Source: an optimization exercise on an open RTL-to-GDS flow (aim: small area, a short achievable clock period and few clock cycles per item). Production flows keep margins and buffers that such runs may drop.
The RTL was checked by simulation tests, not by an equivalence proof against the original design.
Power figures rest on the tool's default switching activity, not on a simulated workload.

==> branch sierra <==
==> flow/design.v <==
`default_nettype none
package move_eval_pkg;
    typedef enum logic [2:0] {
        dir_n,
        dir_ne,
        dir_e,
        dir_se,
        dir_s,
        dir_sw,
        dir_w,
        dir_nw
    } dir_t;
    typedef enum logic {
        blue = 1'b0,
        red  = 1'b1
    } color_t;
    typedef enum logic [1:0] {
        st_idle,
        st_perm_check,
        st_new_location,
        st_make_decision
    } ctrl_state_t;
    localparam int num_dirs   = 8;
    localparam int win_size   = 25;
    localparam int win_centre = 12;
    localparam int score_w    = 8;
endpackage
`default_nettype wire
`timescale 1ns/100ps
`default_nettype none
module move_eval_top #(
    parameter int coord_w = 8
) (
    input  wire logic                  clk,
    input  wire logic                  rst,
    input  wire logic                  start,
    input  wire logic [2:0]            direction,
    input  wire logic                  color,
    input  wire logic [coord_w-1:0]    current_x,
    input  wire logic [coord_w-1:0]    current_y,
    input  wire logic [coord_w-1:0]    width,
    input  wire logic [coord_w-1:0]    length,
    input  wire logic [24:0]           status,
    input  wire logic [7:0]            centre_lines,
    input  wire logic [7:0]            target_lines,
    input  wire logic [63:0]           neighbor_lines,
    output logic                       idle,
    output logic                       no_perm,
    output logic                       no_perm_valid,
    output logic                       finish,
    output logic                       my_move,
    output logic [7:0]                 bestval
);
    function automatic logic maj(input logic a, input logic b, input logic c);
        maj = (a & b) | (a & c) | (b & c);
    endfunction
    function automatic logic [3:0] pop8(input logic [7:0] b, input logic e1, input logic e2);
        logic s1, c1, s2, c2, s3, c3, c4, s5, c5, c6;
        logic [3:0] r;
        s1   = b[0] ^ b[1] ^ b[2];
        c1   = maj(b[0], b[1], b[2]);
        s2   = b[3] ^ b[4] ^ b[5];
        c2   = maj(b[3], b[4], b[5]);
        s3   = b[6] ^ b[7] ^ e1;
        c3   = maj(b[6], b[7], e1);
        r[0] = s1 ^ s2 ^ s3;
        c4   = maj(s1, s2, s3);
        s5   = c1 ^ c2 ^ c3;
        c5   = maj(c1, c2, c3);
        r[1] = s5 ^ c4 ^ e2;
        c6   = maj(s5, c4, e2);
        r[2] = c5 ^ c6;
        r[3] = c5 & c6;
        pop8 = r;
    endfunction
    function automatic logic [8:0] sub8(input logic [7:0] a, input logic [7:0] b);
        logic       c;
        logic [8:0] r;
        c = 1'b1;
        for (int i = 0; i < 8; i++)
        begin
            r[i] = a[i] ^ !b[i] ^ c;
            c    = maj(a[i], !b[i], c);
        end
        r[8] = !c;
        sub8 = r;
    endfunction
    function automatic logic ge4(input logic [3:0] a, input logic [3:0] b);
        logic c;
        c = 1'b1;
        for (int i = 0; i < 4; i++)
            c = maj(a[i], !b[i], c);
        ge4 = c;
    endfunction
    localparam logic [7:0] dx_p = 8'b0000_1110;    
    localparam logic [7:0] dx_m = 8'b1110_0000;    
    localparam logic [7:0] dy_p = 8'b1000_0011;    
    localparam logic [7:0] dy_m = 8'b0011_1000;    
    logic dxd_p, dxd_m, dyd_p, dyd_m;
    assign dxd_p = dx_p[direction];
    assign dxd_m = dx_m[direction];
    assign dyd_p = dy_p[direction];
    assign dyd_m = dy_m[direction];
    logic [8:0] dfx, dfy;           
    logic [4:0] xok, yok;
    assign dfx = sub8(width, current_x);
    assign dfy = sub8(length, current_y);
    function automatic logic [4:0] field_ok(input logic [7:0] pos, input logic [8:0] df);
        logic [4:0] ok;
        ok[0] = (|pos[7:1]) & (!df[8] | (&df[8:1]));
        ok[1] = (|pos)      & (!df[8] | (&df));
        ok[2] = !df[8];
        ok[3] = !df[8] & (|df[7:0]);
        ok[4] = !df[8] & (|df[7:1]);
        field_ok = ok;
    endfunction
    assign xok = field_ok(current_x, dfx);
    assign yok = field_ok(current_y, dfy);
    logic [4:0][4:0] pt;            
    logic [4:0][2:0] colsel;        
    logic [2:0][2:0] win;           
    for (genvar oy = -2; oy <= 2; oy++)
    begin : g_row
        for (genvar ox = -2; ox <= 2; ox++)
        begin : g_col
            if (ox == 0 && oy == 0) begin : g_ball
                assign pt[oy + 2][ox + 2] = 1'b0;
            end else begin : g_pt
                assign pt[oy + 2][ox + 2] = status[12 + ox - 5 * oy] & xok[ox + 2] & yok[oy + 2];
            end
        end
        for (genvar rx = 0; rx < 3; rx++)
        begin : g_cs
            assign colsel[oy + 2][rx] = dxd_p ? pt[oy + 2][rx + 2] :
                                        dxd_m ? pt[oy + 2][rx]     : pt[oy + 2][rx + 1];
        end
    end
    for (genvar ry = 0; ry < 3; ry++)
    begin : g_wr
        for (genvar rx = 0; rx < 3; rx++)
        begin : g_wc
            assign win[ry][rx] = dyd_p ? colsel[ry + 2][rx] :
                                 dyd_m ? colsel[ry][rx]     : colsel[ry + 1][rx];
        end
    end
    logic legal;
    logic bx0, bxw, by0, byl, mm;
    assign legal = win[1][1] & !centre_lines[direction];
    assign bx0 = dxd_m ? (current_x == 8'd1) : (!dxd_p & (current_x == 8'd0));
    assign by0 = dyd_m ? (current_y == 8'd1) : (!dyd_p & (current_y == 8'd0));
    assign bxw = dxd_p ? (dfx == 9'h001) : dxd_m ? (dfx == 9'h1ff) : (dfx == 9'h000);
    assign byl = dyd_p ? (dfy == 9'h001) : dyd_m ? (dfy == 9'h1ff) : (dfy == 9'h000);
    assign mm = (|target_lines) | bx0 | bxw | by0 | byl;
    logic [7:0] y0, ybase;
    logic       yup, ydn;
    assign ybase = color ? current_y : dfy[7:0];
    assign yup   = color ? dyd_p : dyd_m;
    assign ydn   = color ? dyd_m : dyd_p;
    always_comb
    begin
        logic c;
        c = yup | ydn;
        for (int i = 0; i < 8; i++)
        begin
            y0[i] = ybase[i] ^ c;
            c     = c & (ybase[i] ^ ydn);
        end
    end
    logic       wrap_on;
    logic [3:0] wrap_t;
    assign wrap_on = (&y0[7:4]) & (y0[3] | (&y0[2:0]));
    assign wrap_t  = ~y0[3:0] + 4'd2;
    logic [7:0]      allowed;
    logic [7:0]      nwrap;
    logic [7:0][3:0] u;
    for (genvar n = 0; n < 8; n++)
    begin : g_reply
        localparam int dxn = dx_p[n] ? 1 : dx_m[n] ? -1 : 0;
        localparam int dyn = dy_p[n] ? 1 : dy_m[n] ? -1 : 0;
        assign allowed[n] = win[dyn + 1][dxn + 1] & !target_lines[n];
        if (dyn == 0) begin : g_flat
            assign u[n] = pop8(neighbor_lines[8 * n +: 8], 1'b1, 1'b0);
        end else if (dyn > 0) begin : g_up
            assign u[n] = pop8(neighbor_lines[8 * n +: 8], 1'b0, color);
        end else begin : g_down
            assign u[n] = pop8(neighbor_lines[8 * n +: 8], 1'b0, !color);
        end
        assign nwrap[n] = !(wrap_on & ge4(u[n], wrap_t));
    end
    logic       any_a, any_nw;
    logic [3:0] kbest;
    always_comb
    begin
        logic [7:0] cand, m;
        cand   = allowed;
        any_a  = |cand;
        m      = cand & nwrap;
        any_nw = |m;
        cand   = any_nw ? m : cand;
        for (int b = 3; b >= 0; b--)
        begin
            for (int n = 0; n < 8; n++)
                m[n] = cand[n] & u[n][b];
            kbest[b] = |m;
            cand     = kbest[b] ? m : cand;
        end
    end
    logic [3:0] pop_t;
    logic       sel;
    logic [7:0] s2;
    logic [3:0] kq;
    assign pop_t = pop8(target_lines, 1'b0, 1'b0);
    assign sel   = mm & any_a;
    assign s2    = y0 + 8'(pop_t) + (sel ? y0 - 8'd1 : 8'd0);
    assign kq    = mm ? kbest : 4'd0;
    logic       busy_q;
    logic       fin_q;
    logic       mm_q;
    logic [7:0] s2_q;
    logic [3:0] kq_q;
    logic       accept;
    assign accept = start & !busy_q & !rst;
    always_ff @(posedge clk)
    begin
        busy_q <= accept;
        fin_q  <= accept & legal;
        mm_q   <= mm;
        s2_q   <= s2;
        kq_q   <= kq;
    end
    assign idle          = !busy_q;
    assign no_perm_valid = busy_q;
    assign no_perm       = !fin_q;
    assign finish        = fin_q;
    assign my_move       = mm_q;
    assign bestval       = fin_q ? s2_q + 8'(kq_q) : 8'h00;
endmodule
`default_nettype wire
==> flow/run.sh <==
#!/bin/bash
# synth_recipe.tcl (not shown) runs the flow's synth.tcl, then flattens the netlist and writes it again
# the make line also repeats each setting of config.mk as NAME=value (left out here)
make -C /OpenROAD-flow-scripts/flow DESIGN_CONFIG=/design/flow/config.mk WORK_HOME=/design/flow/orfs CLKGATE_MAP_FILE= SYNTH_SCRIPT=/design/flow/synth_recipe.tcl finish
==> flow/config.mk <==
export PLATFORM = sky130hd
export DESIGN_NAME = move_eval_top
export DESIGN_NICKNAME = move_eval_top
export VERILOG_FILES = /design/flow/design.v
export SDC_FILE = /design/flow/constraint.sdc
export NUM_CORES = 4
export LEC_CHECK = 0
export CAP_MARGIN = 20
export CORE_MARGIN = 2
export CORE_UTILIZATION = 40
export SLEW_MARGIN = 20
==> flow/constraint.sdc <==
create_clock -name core_clock -period 32.0 [get_ports {clk}]
set_input_delay 6.4000 -clock core_clock [delete_from_list [all_inputs] [get_ports {clk}]]
set_output_delay 6.4000 -clock core_clock [all_outputs]
set_load 0.01 [all_outputs]
==> branch willow: changes against branch sierra <==
==> flow/flow/run.sh (new file) <==
#!/bin/bash
set -euo pipefail
bash standard.sh ADDER_MAP_FILE= "BUFFER_PORTS_ARGS=-buffer_cell sky130_fd_sc_hd__buf_1" finish > standard_flow.log 2>&1
==> flow/standard.sh (new file) <==
#!/bin/bash
# synth_recipe.tcl (not shown) runs the flow's synth.tcl, then flattens the netlist and writes it again
# the make line also repeats each setting of config.mk as NAME=value (left out here)
make -C /OpenROAD-flow-scripts/flow DESIGN_CONFIG=/design/flow/config.mk WORK_HOME=/design/flow/orfs CLKGATE_MAP_FILE= SYNTH_SCRIPT=/design/flow/synth_recipe.tcl "${@:-finish}"
- ABC_AREA: not set -> 1
removed: flow/run.sh
==> comparison <==
- In clock skew, branch willow and branch sierra hardly differ.
- Of branch sierra and branch willow, branch sierra has the higher first-iteration DRC count (gap about 14%, measured against branch willow).
- In branch sierra the via count is smaller than in branch willow, by about 15%.
- Against branch willow, the sequential share of layout area of branch sierra is lower by 0.55 points.
- Between branch willow and branch sierra, the lower area after synthesis is in branch willow (gap about 0.3%, measured against branch sierra).
- Fmax: branch willow is higher than branch sierra (about 30%).
- Worst hold slack: branch willow is worse than branch sierra (0.012 ns).
- Between branch sierra and branch willow, the lower sequential power is in branch willow (gap 6.6%, measured against branch willow).
- Critical path depth: branch willow is higher than branch sierra (12).
Testbench counts of branch sierra, summed over its fixed seeds: cycles 6,400, moves 3,200.
Testbench counts of branch willow, summed over its fixed seeds: cycles 6,400, moves 3,200.

[re-timing with driven ports]
The results above use ideal ports. As a check the final layouts listed here were re-extracted and re-timed, cells and wires unchanged. Step 1, drivers: a clkbuf_16 drives clk and a buf_2 each remaining input, both assumed. Step 2 moves the port delays by t, midway between the first and last clock arrival at a register: inputs arrive t later, outputs are due t later. That takes back most of the time a late clock gives input paths. Slacks: ideal ports / drivers / drivers and shift; pairs: ideal ports / drivers.
run | t, ns | setup WS [ns] | hold WS [ns] | worst setup path after step 2 | latest minus earliest clock arrival (ns)
branch sierra | 0.269 | 16.709 / 16.714 / 16.445 | 0.473 / 0.473 / 0.473 | input to register | 0.001 / 0.000
branch willow | 0.264 | 20.269 / 20.261 / 19.998 | 0.461 / 0.461 / 0.461 | input to register | 0.002 / 0.001
After both steps every run listed still meets setup and hold. For branch willow, which loses most, drivers alone change the setup slack by -0.008 ns; drivers and shift together by -0.271 ns.
